This design comes from an exercise in tuning for small area on the open sky130 flow, not from production work.
Only simulation tests tie the RTL to the original design; equivalence was not proved.
Power and IR drop assume default switching activity.

Setup of exp/ember:
Design branch_predictor, start of the top module:
module branch_predictor #(
  parameter int unsigned ENTRIES   = 32,
  parameter int unsigned RAS_DEPTH = 8
) (
  input  logic        clk,
  input  logic        rst,
  input  logic        req,
  input  logic [31:0] PC_PF,
  input  logic        flush,
  input  logic        upd_valid,
  input  logic [31:0] upd_pc,
  input  logic [1:0]  upd_op,
  input  logic        upd_taken,
  input  logic [31:0] upd_target,
  input  logic        upd_call,
  output logic        pred_valid,
  output logic        pred_hit,
  output logic        pred_taken,
  output logic [31:0] target_addr_final
);
export LEC_CHECK = 0
export CAP_MARGIN = 20
export CORE_MARGIN = 2
export CORE_UTILIZATION = 45
export PLACE_DENSITY = 0.55
export SLEW_MARGIN = 20
export SYNTH_HIERARCHICAL = 1
export SYNTH_MINIMUM_KEEP_SIZE = 0
create_clock -name core_clock -period 6.5 [get_ports {clk}]
standard.sh (not shown) runs the stock make flow with config.mk's settings and CLKGATE_MAP_FILE= SYNTH_SCRIPT=/design/flow/synth_recipe.tcl, a recipe that flattens the netlist after the stock synthesis.
==> flow/flow/run.sh <==
#!/bin/bash
set -euo pipefail
export CTS_ARGS="-sink_clustering_enable -repair_clock_nets -dont_use_dummy_load -sink_clustering_size 16 -sink_clustering_max_diameter 50 -buf_list {sky130_fd_sc_hd__clkbuf_4 sky130_fd_sc_hd__clkbuf_8}"
export BUFFER_PORTS_ARGS="-buffer_cell sky130_fd_sc_hd__buf_4"
export RECOVER_POWER=100
bash standard.sh > flow.log 2>&1
exp/ember finished all stages; layout check result: FAIL, due to max-capacitance violations, max-slew violations.
diff inputs: exp/ember => exp/nickel
--- a/flow/flow/run.sh
+++ b/flow/flow/run.sh
@@ -4,3 +4,2 @@
 export BUFFER_PORTS_ARGS="-buffer_cell sky130_fd_sc_hd__buf_4"
-export RECOVER_POWER=100
 bash standard.sh > flow.log 2>&1
[summary]
- In summary, exp/nickel completed successfully, with a layout that passed the timing, DRC and antenna checks.
- The run showing the greater combinational cell fraction of total power is exp/nickel.
- exp/nickel reports a higher number of buffer and inverter stages on the critical path than exp/ember does.
- Between exp/ember and exp/nickel, register share of the cell area decreased.

branch_predictor again, from the RTL that the note above started with.
Settings: LEC_CHECK=0, CAP_MARGIN=10, CORE_MARGIN=2, CORE_UTILIZATION=45, PLACE_DENSITY=0.55, SLEW_MARGIN=10, SYNTH_HIERARCHICAL=1, SYNTH_MINIMUM_KEEP_SIZE=0; clock period 6.5 ns.
==> flow/flow/run.sh <==
#!/bin/bash
set -euo pipefail
export CTS_ARGS="-sink_clustering_enable -repair_clock_nets -dont_use_dummy_load -sink_clustering_size 18 -sink_clustering_max_diameter 50 -buf_list {sky130_fd_sc_hd__clkbuf_4 sky130_fd_sc_hd__clkbuf_8}"
export BUFFER_PORTS_ARGS="-buffer_cell sky130_fd_sc_hd__buf_4"
bash standard.sh > flow.log 2>&1
The baseline completed without violations.
Edit:
==> flow/flow/run.sh (replaced) <==
#!/bin/bash
set -euo pipefail
export CTS_ARGS="-sink_clustering_enable -repair_clock_nets -dont_use_dummy_load -sink_clustering_size 16 -sink_clustering_max_diameter 50 -buf_list {sky130_fd_sc_hd__clkbuf_4 sky130_fd_sc_hd__clkbuf_8}"
export BUFFER_PORTS_ARGS="-buffer_cell sky130_fd_sc_hd__buf_4"
bash standard.sh > flow.log 2>&1
--- a/flow/config.mk
+++ b/flow/config.mk
@@ -6,9 +6,9 @@
 export NUM_CORES = 4
 export LEC_CHECK = 0
-export CAP_MARGIN = 10
+export CAP_MARGIN = 20
 export CORE_MARGIN = 2
-export CORE_UTILIZATION = 45
-export PLACE_DENSITY = 0.55
-export SLEW_MARGIN = 10
+export CORE_UTILIZATION = 55
+export PLACE_DENSITY = 0.65
+export SLEW_MARGIN = 20
 export SYNTH_HIERARCHICAL = 1
 export SYNTH_MINIMUM_KEEP_SIZE = 0
=> Sequential share of layout area increases by 0.12 points. Final area hardly moves. Synthesized cell count stays the same. Setup slack loses 0.36 ns. Critical path depth increases by 1. Total power decreases by a few percent. Sequential power stays flat. Wire length decreases by a few percent. Die area decreases by about a fifth. First-iteration DRC count increases by a few percent.

== the previous run ==
branch_predictor, a different RTL version from the one above (not shown whole).
Size in the first run: roughly 5500 cells after synthesis, about 2300 flip-flops, ~140 I/O pins, ~90000 um^2 of cells after synthesis.
// branch_predictor
module branch_predictor #(
  parameter int unsigned ENTRIES   = 32,
  parameter int unsigned RAS_DEPTH = 8
) (
  input  logic        clk,
  input  logic        rst,
  input  logic        req,
  input  logic [31:0] PC_PF,
  input  logic        flush,
  input  logic        upd_valid,
  input  logic [31:0] upd_pc,
  input  logic [1:0]  upd_op,
  input  logic        upd_taken,
  input  logic [31:0] upd_target,
  input  logic        upd_call,
  output logic        pred_valid,
  output logic        pred_hit,
  output logic        pred_taken,
  output logic [31:0] target_addr_final
);
export LEC_CHECK = 0
export CAP_MARGIN = 20
export CORE_MARGIN = 2
export CORE_UTILIZATION = 45
export PLACE_DENSITY = 0.55
export SLEW_MARGIN = 20
export SYNTH_HIERARCHICAL = 1
export SYNTH_MINIMUM_KEEP_SIZE = 0
create_clock -name core_clock -period 6.5 [get_ports {clk}]
==> flow/flow/run.sh <==
#!/bin/bash
set -euo pipefail
export CTS_ARGS="-sink_clustering_enable -repair_clock_nets -dont_use_dummy_load -sink_clustering_size 12 -sink_clustering_max_diameter 40 -buf_list {sky130_fd_sc_hd__clkbuf_4 sky130_fd_sc_hd__clkbuf_8}"
export BUFFER_PORTS_ARGS="-buffer_cell sky130_fd_sc_hd__buf_4"
bash standard.sh > flow.log 2>&1
Modified inputs, the current run compared to the previous run
==> flow/flow/run.sh <==
#!/bin/bash
set -euo pipefail
export CTS_ARGS="-sink_clustering_enable -repair_clock_nets -dont_use_dummy_load -sink_clustering_size 16 -sink_clustering_max_diameter 50 -buf_list {sky130_fd_sc_hd__clkbuf_4 sky130_fd_sc_hd__clkbuf_8}"
export BUFFER_PORTS_ARGS="-buffer_cell sky130_fd_sc_hd__buf_4"
bash standard.sh > flow.log 2>&1
Findings:
The final layout from the current run, which completed every stage, passed the timing, DRC and antenna checks at the end of the flow.
Min cell count across the previous run and the current run: the current run
Cmp the previous run and the current run / critical path depth / higher: the current run
Net total in the final layout was higher in the previous run than in the current run.
The lower total met2 wirelength after detailed routing of the previous run and the current run is in the current run.

-- static timing again, ports no longer ideal --
The results above use ideal ports. As a check the final layouts listed here were re-extracted and re-timed, cells and wires unchanged. Step 1, drivers: a clkbuf_16 drives clk and a buf_2 each remaining input, both assumed. Step 2 moves the port delays by t, midway between the first and last clock arrival at a register: inputs arrive t later, outputs are due t later. That takes back most of the time a late clock gives input paths. Three values: ideal, step 1, step 2; two values: the first two.
run | t, ns | setup WS [ns] | worst setup path after step 2 | slew at the worst register clock pin (ns) | pins driven straight from the clock port
exp/ember | 1.038 | 0.557 / 0.580 / -0.458 | input to register | 0.11 / 0.11 | 1
exp/nickel | 1.032 | 1.120 / 1.165 / 0.133 | input to register | 0.11 / 0.11 | 1
the first run of note 2 | 1.022 | 1.040 / 1.084 / 0.062 | input to register | 0.11 / 0.11 | 1
the second run of note 2 | 1.037 | 0.684 / 0.676 / -0.361 | input to register | 0.11 / 0.11 | 1
the previous run | 1.137 | 0.708 / 0.746 / -0.391 | input to register | 0.08 / 0.08 | 1
the current run | 1.042 | 0.843 / 0.876 / -0.166 | input to register | 0.11 / 0.11 | 1
The setup slack of the previous run, which loses most, moves by +0.038 ns with the drivers and by -1.099 ns with both steps.
